This design comes from an exercise in tuning for small area on the open sky130 flow, not from production work.
RTL that was checked went through simulation tests only; none was proved equivalent to the original.
Power and IR drop assume default switching activity.

== old ==
// cluster_centroid_n
module cluster_centroid_n #(
  parameter int IMG_WIDTH    = 640,
  parameter int IMG_HEIGHT   = 480,
  parameter int NUM_CLUSTERS = 3,
  parameter int COLOR_W      = 12,
  parameter int DIST_THRESH  = 64,
  parameter int MIN_COUNT    = 4,
  localparam int XW = $clog2(IMG_WIDTH),
  localparam int YW = $clog2(IMG_HEIGHT),
  localparam int IW = (NUM_CLUSTERS > 1) ? $clog2(NUM_CLUSTERS) : 1
) (
  input  logic                         clk,
  input  logic                         rst,
  input  logic signed [COLOR_W-1:0]    pixel_r,
  input  logic signed [COLOR_W-1:0]    pixel_g,
  input  logic signed [COLOR_W-1:0]    pixel_b,
  input  logic                         pixel_valid,
  input  logic [XW-1:0]                x,
  input  logic [YW-1:0]                y,
  input  logic                         ref_wr_en,
  input  logic [IW-1:0]                ref_wr_idx,
  input  logic signed [COLOR_W-1:0]    ref_wr_r,
  input  logic signed [COLOR_W-1:0]    ref_wr_g,
  input  logic signed [COLOR_W-1:0]    ref_wr_b,
  output logic [NUM_CLUSTERS*XW-1:0]   centroid_x,
  output logic [NUM_CLUSTERS*YW-1:0]   centroid_y,
  output logic [NUM_CLUSTERS-1:0]      found,
  output logic                         frame_done,
  output logic                         busy,
  output logic                         overrun
);
Size: roughly 670 flip-flops, ~160 I/O pins, ~31000 um^2 of cells after synthesis.
==> flow/config.mk <==
export PLATFORM = sky130hd
export DESIGN_NAME = cluster_centroid_n
export DESIGN_NICKNAME = cluster_centroid_n
export VERILOG_FILES = /design/flow/design.v
export SDC_FILE = /design/flow/constraint.sdc
export NUM_CORES = 4
export LEC_CHECK = 0
export CAP_MARGIN = 20
export CORE_MARGIN = 2
export CORE_UTILIZATION = 60
export CTS_CLUSTER_DIAMETER = 90
export CTS_CLUSTER_SIZE = 26
export GPL_TIMING_DRIVEN = 0
export SLEW_MARGIN = 20
==> flow/constraint.sdc <==
create_clock -name core_clock -period 8.0 [get_ports {clk}]
set_input_delay 1.6000 -clock core_clock [delete_from_list [all_inputs] [get_ports {clk}]]
set_output_delay 1.6000 -clock core_clock [all_outputs]
set_load 0.01 [all_outputs]
standard.sh (not shown) runs the stock make flow with config.mk's settings and CLKGATE_MAP_FILE= SYNTH_SCRIPT=/design/flow/synth_recipe.tcl, a recipe that flattens the netlist after the stock synthesis.
==> flow/flow/run.sh <==
#!/bin/bash
# The standard layout, with the smallest buffer on the input and output ports.
set -euo pipefail
export BUFFER_PORTS_ARGS="-buffer_cell sky130_fd_sc_hd__buf_1"
bash standard.sh > flow_make.log 2>&1
In summary, old completed successfully, with a layout that passed the timing, DRC and antenna checks.
Inputs modified between old and new:
-- flow/design.v --
<<< old, line 77
  logic [XW-1:0]           r_x;
  logic [YW-1:0]           r_y;
  logic [CW-1:0]    r_cnt [NUM_CLUSTERS];
  logic [SUM_W-1:0] r_sx  [NUM_CLUSTERS];
  logic [SUM_W-1:0] r_sy  [NUM_CLUSTERS];
>>> new, line 77
  logic [XW-1:0]           r_x;
  logic [YW-1:0]           r_y;
  localparam int SCW = $clog2(NDIV * SUM_W + 3);
  logic             r_frz;
  logic [CW-1:0]    r_cnt [NUM_CLUSTERS];
  logic [SCW-1:0]   r_scnt [NUM_CLUSTERS];
  logic [SCW-1:0]   w_fin_scnt [NUM_CLUSTERS];
  logic [SUM_W-1:0] r_sx  [NUM_CLUSTERS];
  logic [SUM_W-1:0] r_sy  [NUM_CLUSTERS];
<<< old, line 83
  logic [SUM_W-1:0] w_fin_sx  [NUM_CLUSTERS];
  logic [SUM_W-1:0] w_fin_sy  [NUM_CLUSTERS];
  logic [CW-1:0]    r_snap_cnt [NUM_CLUSTERS];
  logic [CH_W:0]    r_ch;
  logic [CH_W-1:0]  w_ch_load;
>>> new, line 87
  logic [SUM_W-1:0] w_fin_sx  [NUM_CLUSTERS];
  logic [SUM_W-1:0] w_fin_sy  [NUM_CLUSTERS];
  logic [CH_W:0]    r_ch;
  logic [CH_W-1:0]  w_ch_load;
<<< old, line 162
    for (int k = 0; k < NUM_CLUSTERS; k++) begin
      logic c;
      c = r_hit[k];
      for (int i = 0; i < CW; i++) begin
        w_fin_cnt[k][i] = r_cnt[k][i] ^ c;
        c = r_cnt[k][i] & c;
      end
      w_fin_sx[k] = acc_add(r_sx[k], r_hit[k] ? r_x : '0);
>>> new, line 165
    for (int k = 0; k < NUM_CLUSTERS; k++) begin
      logic c;
      c = r_hit[k] && !r_frz;
      for (int i = 0; i < CW; i++) begin
        w_fin_cnt[k][i] = r_cnt[k][i] ^ c;
        c = r_cnt[k][i] & c;
      end
      c = r_hit[k] && r_frz;
      for (int i = 0; i < SCW; i++) begin
        w_fin_scnt[k][i] = r_scnt[k][i] ^ c;
        c = r_scnt[k][i] & c;
      end
      w_fin_sx[k] = acc_add(r_sx[k], r_hit[k] ? r_x : '0);
<<< old, line 172
  end
  always_ff @(posedge clk) begin
    for (int k = 0; k < NUM_CLUSTERS; k++) begin
      if (rst || r_eof) begin
        r_cnt[k] <= '0;
        r_sx[k]  <= '0;
        r_sy[k]  <= '0;
      end else begin
        r_cnt[k] <= w_fin_cnt[k];
        r_sx[k]  <= w_fin_sx[k];
        r_sy[k]  <= w_fin_sy[k];
      end
    end
  end
>>> new, line 180
  end
  always_ff @(posedge clk) begin
    r_frz <= !rst && (w_snap || (r_frz && !w_load));
    for (int k = 0; k < NUM_CLUSTERS; k++) begin
      if (rst || r_eof) begin
        r_sx[k]  <= '0;
        r_sy[k]  <= '0;
      end else begin
        r_sx[k]  <= w_fin_sx[k];
        r_sy[k]  <= w_fin_sy[k];
      end
      if (rst)         r_cnt[k] <= '0;
      else if (w_load) r_cnt[k] <= CW'(w_fin_scnt[k]);
      else             r_cnt[k] <= w_fin_cnt[k];
      if (rst || r_eof || w_load) r_scnt[k] <= '0;
      else                        r_scnt[k] <= w_fin_scnt[k];
    end
  end
<<< old, line 198
    logic [CW:0] nd, diff, d0, d1;
    logic c, c0, c1;
    w_divisor = r_snap_cnt[r_sel >> 1];
    w_rem_sh  = {r_rem, r_ch[CH_W]};
    nd = ~{1'b0, w_divisor};
>>> new, line 210
    logic [CW:0] nd, diff, d0, d1;
    logic c, c0, c1;
    w_divisor = r_cnt[r_sel >> 1];
    w_rem_sh  = {r_rem, r_ch[CH_W]};
    nd = ~{1'b0, w_divisor};
<<< old, line 225
    else        r_ch[CH_W-1:0] <= {r_ch[CH_W-2:0], w_ge};
    r_rem <= (!w_div || w_last) ? '0 : w_rem_nx;
    if (w_snap)
      for (int k = 0; k < NUM_CLUSTERS; k++) r_snap_cnt[k] <= w_fin_cnt[k];
  end
  always_ff @(posedge clk) begin
>>> new, line 237
    else        r_ch[CH_W-1:0] <= {r_ch[CH_W-2:0], w_ge};
    r_rem <= (!w_div || w_last) ? '0 : w_rem_nx;
  end
  always_ff @(posedge clk) begin
<<< old, line 250
        r_busy <= 1'b0;
        for (int k = 0; k < NUM_CLUSTERS; k++) begin
          r_found[k] <= r_snap_cnt[k] >= CW'(MIN_COUNT);
          if (r_snap_cnt[k] >= CW'(MIN_COUNT)) begin
            r_centroid_x[k*XW +: XW] <= r_ch[CH_W - (2*k+1)*SUM_W +: XW];
            r_centroid_y[k*YW +: YW] <= r_ch[CH_W - (2*k+2)*SUM_W +: YW];
>>> new, line 260
        r_busy <= 1'b0;
        for (int k = 0; k < NUM_CLUSTERS; k++) begin
          r_found[k] <= r_cnt[k] >= CW'(MIN_COUNT);
          if (r_cnt[k] >= CW'(MIN_COUNT)) begin
            r_centroid_x[k*XW +: XW] <= r_ch[CH_W - (2*k+1)*SUM_W +: XW];
            r_centroid_y[k*YW +: YW] <= r_ch[CH_W - (2*k+2)*SUM_W +: YW];
--- outcome ---
Summary of the comparison: fmax is lower in new, relative to old. The fraction of power consumed by combinational cells in new sits 3.6 points above the value recorded for old. In the metrics for old and new, the one carrying the higher via count is new. Average via count per standard cell of new is on par with old. In new, the count of inverters other than clock inverters in the layout came out 1.2% below the value in old.

---

== before ==
cluster_centroid_n, a different RTL version from the one above (not shown whole).
Size in the first run: about 2,700 cells after synthesis, about 0.031 mm^2 of cells after synthesis.
==> flow/design.v (excerpt) <==
module cluster_centroid_n #(
  parameter int IMG_WIDTH    = 640,
  parameter int IMG_HEIGHT   = 480,
  parameter int NUM_CLUSTERS = 3,
  parameter int COLOR_W      = 12,
  parameter int DIST_THRESH  = 64,
  parameter int MIN_COUNT    = 4,
  localparam int XW = $clog2(IMG_WIDTH),
  localparam int YW = $clog2(IMG_HEIGHT),
  localparam int IW = (NUM_CLUSTERS > 1) ? $clog2(NUM_CLUSTERS) : 1
) (
  input  logic                         clk,
  input  logic                         rst,
  input  logic signed [COLOR_W-1:0]    pixel_r,
  input  logic signed [COLOR_W-1:0]    pixel_g,
  input  logic signed [COLOR_W-1:0]    pixel_b,
  input  logic                         pixel_valid,
  input  logic [XW-1:0]                x,
  input  logic [YW-1:0]                y,
  input  logic                         ref_wr_en,
  input  logic [IW-1:0]                ref_wr_idx,
  input  logic signed [COLOR_W-1:0]    ref_wr_r,
  input  logic signed [COLOR_W-1:0]    ref_wr_g,
  input  logic signed [COLOR_W-1:0]    ref_wr_b,
  output logic [NUM_CLUSTERS*XW-1:0]   centroid_x,
  output logic [NUM_CLUSTERS*YW-1:0]   centroid_y,
  output logic [NUM_CLUSTERS-1:0]      found,
  output logic                         frame_done,
  output logic                         busy,
  output logic                         overrun
);
export LEC_CHECK = 0
export CAP_MARGIN = 20
export CORE_MARGIN = 2
export CORE_UTILIZATION = 60
export CTS_CLUSTER_DIAMETER = 100
export CTS_CLUSTER_SIZE = 30
export GPL_TIMING_DRIVEN = 0
export SLEW_MARGIN = 20
create_clock -name core_clock -period 8.0 [get_ports {clk}]
Scripts as last shown in full above: flow/flow/run.sh
Changes in after relative to before:
--- a/flow/design.v
+++ b/flow/design.v
@@ -34,44 +34,34 @@
   localparam int SW    = $clog2(2 * NUM_CLUSTERS + 1);
   localparam int BW    = $clog2(SUM_W);
   localparam int NDIV  = 2 * NUM_CLUSTERS;
   localparam int CH_W  = NDIV * SUM_W;            
   localparam logic [SW-1:0] LOAD_SEL = SW'(NDIV);
   localparam logic [BW-1:0] LAST_BIT = BW'(SUM_W - 1);
   function automatic logic [7:0] chan_dist(
     input logic [COLOR_W-1:0] a,
-    input logic [COLOR_W-1:0] nb
+    input logic [COLOR_W-1:0] b
   );
-    logic [6:0] l;
-    logic [5:0] xh;
-    logic c, cx, x0, x1, xm1, hz, hm;
-    c = 1'b1;
-    for (int i = 0; i < 7; i++) begin
-      l[i] = a[i] ^ nb[i] ^ c;
-      c = (a[i] & nb[i]) | (a[i] & c) | (nb[i] & c);
-    end
-    cx = 1'b1;
-    for (int i = 0; i < 6; i++) begin
+    logic [COLOR_W:0] u;
+    logic c, ok;
+    c = 1'b0;
+    for (int i = 0; i <= COLOR_W; i++) begin
       logic ai, bi;
-      ai = a[i > 4 ? COLOR_W-1 : 7 + i];
-      bi = nb[i > 4 ? COLOR_W-1 : 7 + i];
-      xh[i] = ai ^ bi ^ cx;
-      cx = (ai & bi) | (ai & cx) | (bi & cx);
-    end
-    x0  = xh[5:1] == '0 && !xh[0];
-    x1  = xh[5:1] == '0 && xh[0];
-    xm1 = xh[5:1] == '1 && xh[0];
-    hz  = c ? x0 : x1;    
-    hm  = c ? xm1 : x0;   
-    chan_dist = {(hz && (!l[6] || l[5:0] == '0)) || (hm && l[6]), l[6], l[5:0] ^ {6{l[6]}}};
+      ai = ~a[i >= COLOR_W ? COLOR_W-1 : i];
+      bi = b[i >= COLOR_W ? COLOR_W-1 : i];
+      u[i] = ai ^ bi ^ c;
+      c = (ai & bi) | (ai & c) | (bi & c);
+    end
+    ok = (u[COLOR_W:7] == '1 && (u[6] || u[5:0] == '1)) || (u[COLOR_W:7] == '0 && !u[6]);
+    chan_dist = {ok, ~u[6], u[5:0] ^ {6{u[6]}}};
   endfunction
-  logic [COLOR_W-1:0] r_ref_r [NUM_CLUSTERS];
-  logic [COLOR_W-1:0] r_ref_g [NUM_CLUSTERS];
-  logic [COLOR_W-1:0] r_ref_b [NUM_CLUSTERS];
+  logic signed [COLOR_W-1:0] r_ref_r [NUM_CLUSTERS];
+  logic signed [COLOR_W-1:0] r_ref_g [NUM_CLUSTERS];
+  logic signed [COLOR_W-1:0] r_ref_b [NUM_CLUSTERS];
   logic [7:0]              w_d  [NUM_CLUSTERS];
   logic [NUM_CLUSTERS-1:0] w_in;
   logic [NUM_CLUSTERS-1:0] w_cls;
   logic [NUM_CLUSTERS-1:0] r_hit;
   logic                    r_eof, r_s2_eof;
   logic [XW-1:0]           r_x;
   logic [YW-1:0]           r_y;
   logic [CW-1:0]    r_cnt [NUM_CLUSTERS];
@@ -93,26 +83,26 @@
   logic [CW-1:0]    w_rem_nx;
   logic [NUM_CLUSTERS*XW-1:0] r_centroid_x;
   logic [NUM_CLUSTERS*YW-1:0] r_centroid_y;
   logic [NUM_CLUSTERS-1:0]    r_found;
   logic                       r_frame_done, r_overrun;
   always_ff @(posedge clk) begin
     if (rst) begin
       for (int k = 0; k < NUM_CLUSTERS; k++) begin
-        r_ref_r[k] <= ~COLOR_W'(50  + 450 * k);
-        r_ref_g[k] <= ~COLOR_W'(100 + 450 * k);
-        r_ref_b[k] <= ~COLOR_W'(150 + 450 * k);
+        r_ref_r[k] <= COLOR_W'(50  + 450 * k);
+        r_ref_g[k] <= COLOR_W'(100 + 450 * k);
+        r_ref_b[k] <= COLOR_W'(150 + 450 * k);
       end
     end else begin
       for (int k = 0; k < NUM_CLUSTERS; k++) begin
         if (ref_wr_en && ref_wr_idx == IW'(k)) begin
-          r_ref_r[k] <= ~ref_wr_r;
-          r_ref_g[k] <= ~ref_wr_g;
-          r_ref_b[k] <= ~ref_wr_b;
+          r_ref_r[k] <= ref_wr_r;
+          r_ref_g[k] <= ref_wr_g;
+          r_ref_b[k] <= ref_wr_b;
         end
       end
     end
   end
   always_comb begin
     for (int k = 0; k < NUM_CLUSTERS; k++) begin
       logic [7:0] dr, dg, db;
       dr = chan_dist(pixel_r, r_ref_r[k]);
--- outcome ---
Transition time at the pin with the least slew margin, after and before: larger value in before
Compared with before, final routed wirelength across all metal layers in after increased slightly.
NOTE: global-route usage in after exceeds that of before
Between after and before, clock network fraction of total power is lower for before, after comes in above that.
Summary of after over before: synthesized cell count decreased by 34 relative to the old numbers; overall die area shrank by 0.49%; number of buffers inserted to repair setup after CTS now sits higher; slack of the critical path shows an increase of 0.020 ns.
| first-pass GRT wire length | after vs before | 1.4% higher |
For before, only the layout was checked, not whether the RTL still works.

---

Another version of the RTL of cluster_centroid_n (not shown whole).
Size: roughly 2700 cells after synthesis, about 29000 um2 of cells after synthesis.
Settings: LEC_CHECK=0, CAP_MARGIN=20, CORE_MARGIN=2, CORE_UTILIZATION=75, CTS_CLUSTER_DIAMETER=100, CTS_CLUSTER_SIZE=24, GPL_TIMING_DRIVEN=0, SLEW_MARGIN=20; clock period 8.0 ns.
==> flow/flow/run.sh <==
#!/bin/bash
# The standard synthesis; then two rewrites of the gate netlist that keep
# its function and its registers: each 2:1 multiplexer cell becomes the
# smaller AND-OR cell of the same function (muxopt.py), and each full adder is
# set in the polarity that needs the fewest inverters (polopt.py); then the standard flow's
# standard layout, with the smallest buffer on the ports and power recovery
# (downsizing gates off the critical paths) after global routing.
# Every tool writes its full output to a log file in this folder.
set -euo pipefail
export BUFFER_PORTS_ARGS="-buffer_cell sky130_fd_sc_hd__buf_1"
export RECOVER_POWER=100
R="$PWD/orfs/results/${FLOW_PLATFORM}/cluster_centroid_n/base"
bash standard.sh "$R/1_2_yosys.v" > flow_synth.log 2>&1
cp "$R/1_2_yosys.v" "$R/1_2_yosys.std.v"
python3 flow/muxopt.py "$R/1_2_yosys.std.v" "$R/1_2_yosys.mux.v" > flow_muxopt.log 2>&1
python3 flow/polopt.py "$R/1_2_yosys.mux.v" "$R/1_2_yosys.pol.v" > flow_polopt.log 2>&1
mv "$R/1_2_yosys.pol.v" "$R/1_2_yosys.v"
bash standard.sh > flow_make.log 2>&1
Other scripts of this flow, unchanged in this note and not shown: flow/flow/muxopt.py, flow/flow/polopt.py
The baseline reached the layout checks and failed them: capacitance limit, slew limit.
==> next run, changes <==
--- a/flow/design.v
+++ b/flow/design.v
@@ -93,32 +93,36 @@
   logic [BW-1:0]    r_bit;
   logic [CW-1:0]    r_rem;
   logic             w_load, w_div, w_last, w_idle_nx, w_snap, w_ge;
   logic [CW-1:0]    w_divisor;
   logic [CW:0]      w_rem_sh;
   logic [CW-1:0]    w_rem_nx;
   logic [NUM_CLUSTERS*XW-1:0] r_centroid_x;
   logic [NUM_CLUSTERS*YW-1:0] r_centroid_y;
   logic [NUM_CLUSTERS-1:0]    r_found;
   logic                       r_frame_done, r_overrun;
   always_ff @(posedge clk) begin
-    for (int k = 0; k < NUM_CLUSTERS; k++) begin
-      logic ld, hold;
-      ld   = ref_wr_en && ref_wr_idx == IW'(k) && !rst;
-      hold = !ld && !rst;
-      r_ref_r[k] <= (ref_wr_r & {COLOR_W{ld}}) | (r_ref_r[k] & {COLOR_W{hold}})
-                  | (COLOR_W'(50  + 450 * k) & {COLOR_W{rst}});
-      r_ref_g[k] <= (ref_wr_g & {COLOR_W{ld}}) | (r_ref_g[k] & {COLOR_W{hold}})
-                  | (COLOR_W'(100 + 450 * k) & {COLOR_W{rst}});
-      r_ref_b[k] <= (ref_wr_b & {COLOR_W{ld}}) | (r_ref_b[k] & {COLOR_W{hold}})
-                  | (COLOR_W'(150 + 450 * k) & {COLOR_W{rst}});
+    if (rst) begin
+      for (int k = 0; k < NUM_CLUSTERS; k++) begin
+        r_ref_r[k] <= COLOR_W'(50  + 450 * k);
+        r_ref_g[k] <= COLOR_W'(100 + 450 * k);
+        r_ref_b[k] <= COLOR_W'(150 + 450 * k);
+      end
+    end else begin
+      for (int k = 0; k < NUM_CLUSTERS; k++) begin
+        if (ref_wr_en && ref_wr_idx == IW'(k)) begin
+          r_ref_r[k] <= ref_wr_r;
+          r_ref_g[k] <= ref_wr_g;
+          r_ref_b[k] <= ref_wr_b;
+        end
+      end
     end
   end
   always_comb begin
     for (int k = 0; k < NUM_CLUSTERS; k++) begin
       logic [7:0] dr, dg, db;
       dr = chan_dist(pixel_r, r_ref_r[k]);
       dg = chan_dist(pixel_g, r_ref_g[k]);
       db = chan_dist(pixel_b, r_ref_b[k]);
       w_d[k]  = 8'(dr[5:0]) + 8'(dg[5:0]) + 8'(db[5:0]) + 8'(dr[6]) + 8'(dg[6]) + 8'(db[6]);
       w_in[k] = dr[7] && dg[7] && db[7] && w_d[k] <= 8'(DIST_THRESH);
     end
@@ -136,31 +140,30 @@
     r_hit    <= (rst || !pixel_valid) ? '0 : w_cls;
     r_eof    <= !rst && pixel_valid && x == XW'(IMG_WIDTH - 1) && y == YW'(IMG_HEIGHT - 1);
     r_s2_eof <= !rst && r_eof;
     r_x      <= x;
     r_y      <= y;
   end
   function automatic logic [SUM_W-1:0] acc_add(
     input logic [SUM_W-1:0] acc,
     input logic [XW-1:0]    v
   );
     logic [SUM_W-1:0] r;
-    logic c, c_lo;
+    logic c;
     c = 1'b0;
     for (int i = 0; i < XW; i++) begin
       r[i] = acc[i] ^ v[i] ^ c;
       c = (acc[i] & v[i]) | (acc[i] & c) | (v[i] & c);
     end
-    c_lo = c;
     for (int i = XW; i < SUM_W; i++) begin
-      if (i == (XW + SUM_W) / 2) c = c_lo & (&acc[(XW + SUM_W) / 2 - 1:XW]);
+      if (i == (XW + SUM_W) / 2) c = c & (&acc[(XW + SUM_W) / 2 - 1:XW]);
       r[i] = acc[i] ^ c;
       if (i != (XW + SUM_W) / 2 - 1) c = acc[i] & c;
     end
     acc_add = r;
   endfunction
   always_comb begin
     for (int k = 0; k < NUM_CLUSTERS; k++) begin
       logic c;
       c = r_hit[k] && !w_frz;
       for (int i = 0; i < CW; i++) begin
         w_fin_cnt[k][i] = r_cnt[k][i] ^ c;
Now the flow completed without violations.
Power goes up by 3.3%.
Maximum frequency goes down by 0.73%.
Wire length goes up by 6.6%.
Final area goes up by 2.6%.
Setup slack got worse by 57 ps.
Final cell count goes up by about 6%.
First-iteration DRC count goes down by about 2.8%.
Clock power goes up by about 4%.
Utilization goes up by 0.43 points.
Sequential share of layout area goes down by 1.0 points.
Count of clock-buffer cells in the layout stays the same.
For the first run of this note, only the layout was checked, not whether the RTL still works.

## afterwards: timing with drivers on the ports
The results above use ideal ports. As a check the final layouts listed here were re-extracted and re-timed, cells and wires unchanged.
Step 1 sets driving cells, clkbuf_16 on the clock port and buf_2 on the other inputs (assumed; they add their load-dependent delay and slew).
Step 2 adds t to the input delays and takes it off the output delays; t is the mean of the earliest and latest rising clock arrival at the registers after step 1. Input paths then give back, and output paths get back, about the clock's delay inside the block.
Three values: no drivers, after step 1, after step 2; two values: the first two.
| run | shift t [ns] | slack for setup (ns) | latest minus earliest clock arrival (ns) | cell pins on the clock port's net |
|---|---|---|---|---|
| old | 0.638 | 0.271 / 0.304 / -0.334 | 0.031 / 0.030 | 1 |
| new | 0.629 | 0.190 / 0.224 / -0.405 | 0.047 / 0.046 | 1 |
| before | 0.666 | 0.172 / 0.214 / -0.452 | 0.027 / 0.028 | 1 |
| after | 0.663 | 0.192 / 0.229 / -0.434 | 0.023 / 0.023 | 1 |
| the first run of note 3 | 0.663 | 0.195 / 0.223 / -0.440 | 0.025 / 0.025 | 1 |
| the second run of note 3 | 0.673 | 0.138 / 0.171 / -0.501 | 0.021 / 0.021 | 1 |
For the second run of note 3, which loses most, drivers alone change the setup slack by +0.033 ns; drivers and shift together by -0.639 ns.
